Source: an optimization exercise on an open RTL-to-GDS flow (aim: small area). Production flows keep margins and buffers that such runs may drop. Function was checked by simulation only, so behaviour that the tests miss may differ from the original. Power figures rest on the tool's default switching activity, not on a simulated workload.

Setup of exp/delta:
// pmp_unit
module pmp_unit (
  input  logic                   clk,
  input  logic                   rst_n,
  input  logic                   csr_req,
  input  logic [12-1:0] csr_addr,
  input  pmp_pkg::csr_op_t       csr_op,
  input  logic [32-1:0]       csr_wdata,
  output logic                   csr_ack,
  output logic [32-1:0]       csr_rdata,
  output logic                   csr_invalid,
  input  logic                   lookup_valid,
  input  logic [34-1:0]   lookup_addr,
  output logic                   result_valid,
  output logic                   result_match,
  output logic [3-1:0]  result_index,
  output logic [2:0]             result_perm
);
Settings: LEC_CHECK=0, CAP_MARGIN=20, CORE_MARGIN=2, CORE_UTILIZATION=60, GPL_TIMING_DRIVEN=0, SETUP_SLACK_MARGIN=0.25, SLEW_MARGIN=20; clock period 4.0 ns.
standard.sh (not shown) runs the stock make flow with config.mk's settings and CLKGATE_MAP_FILE= SYNTH_SCRIPT=/design/flow/synth_recipe.tcl, a recipe that flattens the netlist after the stock synthesis.
==> flow/flow/run.sh <==
#!/bin/bash
# The standard layout with these changes:
#  - synthesis maps logic with an area-oriented ABC script (flow/area.abc) instead of
#    ORFS's speed script; everything else in synthesis is the standard flow's own script
#  - ports are buffered with buf_1 rather than the default buffer cell
#  - CTS uses clkbuf_8 leaf clusters of up to 20 sinks and inserts no dummy loads
set -euo pipefail
here=$(pwd)
export BUFFER_PORTS_ARGS="-buffer_cell sky130_fd_sc_hd__buf_1"
export CTS_ARGS="-sink_clustering_enable -repair_clock_nets -dont_use_dummy_load -buf_list sky130_fd_sc_hd__clkbuf_8 -sink_clustering_size 16 -sink_clustering_max_diameter 80"
export AREA_ABC_SCRIPT="$here/flow/area.abc"
# The standard flow's synthesis script with abc's script swapped
{ echo "proc abc {args} { set i [lsearch -exact \$args -script]; if {\$i >= 0} { lset args [expr {\$i + 1}] \$::env(AREA_ABC_SCRIPT) }; yosys abc {*}\$args }"; cat synth_recipe.tcl; } > synth_area.tcl
sed "s#SYNTH_SCRIPT=[^ ]*#SYNTH_SCRIPT=$here/synth_area.tcl#" standard.sh > standard_area.sh
grep -q "SYNTH_SCRIPT=$here/synth_area.tcl" standard_area.sh
bash standard_area.sh > make_finish.log 2>&1
==> flow/flow/area.abc <==
&get -n
&st
&dch
&nf
&st
&syn2
&if -g -K 6
&synch2
&nf
&st
&syn2
&if -g -K 6
&synch2
&nf
&st
&dch -f
&nf -R 30
&put
topo
stime -c
exp/delta | status: complete | timing, DRC, antenna: pass
[inputs] exp/juniper vs exp/delta
diff --git a/flow/flow/run.sh b/flow/flow/run.sh
--- a/flow/flow/run.sh
+++ b/flow/flow/run.sh
@@ -6 +6 @@
-#  - CTS uses clkbuf_8 leaf clusters of up to 20 sinks and inserts no dummy loads
+#  - CTS uses clkbuf_8 leaf clusters of up to 12 sinks within 80 um and inserts no dummy loads
@@ -10 +10 @@
-export CTS_ARGS="-sink_clustering_enable -repair_clock_nets -dont_use_dummy_load -buf_list sky130_fd_sc_hd__clkbuf_8 -sink_clustering_size 16 -sink_clustering_max_diameter 80"
+export CTS_ARGS="-sink_clustering_enable -repair_clock_nets -dont_use_dummy_load -buf_list sky130_fd_sc_hd__clkbuf_8 -sink_clustering_size 12 -sink_clustering_max_diameter 80"
diff --git a/flow/config.mk b/flow/config.mk
--- a/flow/config.mk
+++ b/flow/config.mk
@@ -10 +10 @@
-export CORE_UTILIZATION = 60
+export CORE_UTILIZATION = 65
## What came out
- Compared with exp/delta, detailed route wirelength on metal3 in exp/juniper increased by a few percent.
- Diff exp/delta -> exp/juniper: non-clock buffer instance count of the final layout lower; switching power of the nets shows an increase of 150 uW; post-route worst setup slack went up; number of well taps -about 11%; wire length of the first global-routing pass climbed 3.0 mm.
- The slowest stage cell on the critical path comes out sky130_fd_sc_hd__nor3_1 in one run and sky130_fd_sc_hd__clkinv_1 in the other, namely in exp/delta and exp/juniper respectively.
- Taking exp/delta as the reference point, the maximum cell stage delay along the critical path of exp/juniper falls by 0.04 ns.
- Sort exp/delta and exp/juniper by placed cell count, descending, and exp/delta comes first.
## Diff of input files: exp/willow against exp/juniper
diff --git a/flow/flow/run.sh b/flow/flow/run.sh
--- a/flow/flow/run.sh
+++ b/flow/flow/run.sh
@@ -6 +6 @@
-#  - CTS uses clkbuf_8 leaf clusters of up to 12 sinks within 80 um and inserts no dummy loads
+#  - CTS uses clkbuf_8 leaf clusters of up to 20 sinks and inserts no dummy loads
## What came out
- Internal cell power of exp/juniper is on par with exp/willow.
- Reported for exp/juniper and exp/willow, number of flip-flops and latches turned out identical to the last digit.
- Compared with exp/juniper, in exp/willow period utilization essentially unchanged, clock share of power essentially unchanged, total count of max-transition violations in the final report essentially unchanged.
- As far as largest net degree at the start of global routing goes, exp/willow and exp/juniper are indistinguishable; the numbers are identical.
The following lists how exp/ember was set up differently from exp/willow:
diff --git a/flow/config.mk b/flow/config.mk
--- a/flow/config.mk
+++ b/flow/config.mk
@@ -10 +10 @@
-export CORE_UTILIZATION = 65
+export CORE_UTILIZATION = 60
When exp/ember is set beside exp/willow, its slew of the pin with the lowest slew margin turns out to be 0.15 ns smaller. Changes observed in exp/ember relative to exp/willow: net switching power moved down, wire length of the first global-routing pass -about 1.6%. Synthesis-to-finish area growth in exp/ember is 1.2 points higher than in exp/willow. When exp/ember is set beside exp/willow, its share of final layout cell area taken by non-clock buffers turns out to be 0.55 points larger. exp/ember against exp/willow; overall power consumption is down slightly. Initial DRC count on exp/ember is ahead of exp/willow. A beginning of the critical path of csr_addr[11] is what exp/ember shows, while lookup_addr[2] belongs to exp/willow. Delta(detailed placer's ending HPWL, exp/ember - exp/willow) > 0.
--- input diff exp/ember..exp/xenon ---
diff --git a/flow/flow/run.sh b/flow/flow/run.sh
--- a/flow/flow/run.sh
+++ b/flow/flow/run.sh
@@ -5 +5 @@
-#  - ports are buffered with buf_1 rather than the default buffer cell
+#  - ports are buffered with buf_2 rather than the default buffer cell
@@ -10 +10 @@
-export CTS_ARGS="-sink_clustering_enable -repair_clock_nets -dont_use_dummy_load -buf_list sky130_fd_sc_hd__clkbuf_8 -sink_clustering_size 12 -sink_clustering_max_diameter 80"
+export CTS_ARGS="-sink_clustering_enable -repair_clock_nets -dont_use_dummy_load -buf_list sky130_fd_sc_hd__clkbuf_8 -sink_clustering_size 20"
[summary]
Final hold slack, exp/xenon and exp/ember: larger value in exp/ember. In exp/xenon, fraction of area in registers is lower than in exp/ember. exp/xenon finished every stage and its layout cleared the timing, DRC and antenna checks. exp/xenon against exp/ember: synthesized-area fraction occupied by and/or/nand/nor cells did not really move, gate count after technology mapping did not really move, aggregate routed wire length went up.
Edits applied to the flow inputs when going from exp/xenon to exp/raven:
diff --git a/flow/flow/run.sh b/flow/flow/run.sh
--- a/flow/flow/run.sh
+++ b/flow/flow/run.sh
@@ -5,2 +5,2 @@
-#  - ports are buffered with buf_2 rather than the default buffer cell
-#  - CTS uses clkbuf_8 leaf clusters of up to 20 sinks and inserts no dummy loads
+#  - ports are buffered with buf_1 rather than the default buffer cell
+#  - CTS uses clkbuf_8 leaf clusters of up to 16 sinks within 80 um and inserts no dummy loads
@@ -10 +10 @@
-export CTS_ARGS="-sink_clustering_enable -repair_clock_nets -dont_use_dummy_load -buf_list sky130_fd_sc_hd__clkbuf_8 -sink_clustering_size 20"
+export CTS_ARGS="-sink_clustering_enable -repair_clock_nets -dont_use_dummy_load -buf_list sky130_fd_sc_hd__clkbuf_8 -sink_clustering_size 16 -sink_clustering_max_diameter 80"
## What came out
Post-CTS resize count, exp/xenon and exp/raven, lower one = exp/raven. Diff exp/raven..exp/xenon | full die area | unchanged. exp/raven has routed wire length below what exp/xenon had. Via count went down slightly going from exp/xenon to exp/raven.

[afterwards: timing with drivers on the ports]
Ports are ideal in the flow. The routed layouts listed here were re-timed in OpenROAD.
Step 1 sets driving cells, clkbuf_16 on the clock port and buf_2 on the other inputs (assumed; they add their load-dependent delay and slew).
Step 2, shift: input delay + t, output delay - t, t = (earliest + latest rising clock arrival at the registers) / 2. This alone moves slack from input paths to output paths.
Three values: ideal ports, drivers, drivers and shift; two values: the first two.
run	shift t [ns]	setup WS [ns]	pins driven straight from the clock port
exp/delta	0.695	0.139 / 0.171 / -0.524	1
exp/juniper	0.689	0.186 / 0.212 / -0.477	1
exp/willow	0.689	0.186 / 0.212 / -0.477	1
exp/ember	0.664	0.151 / 0.183 / -0.481	1
exp/xenon	0.700	0.258 / 0.291 / -0.408	1
exp/raven	0.695	0.139 / 0.171 / -0.524	1
With both steps, setup timing fails in every run listed, where it was met with ideal ports. For exp/xenon, which loses most, drivers alone change the setup slack by +0.033 ns; drivers and shift together by -0.666 ns.
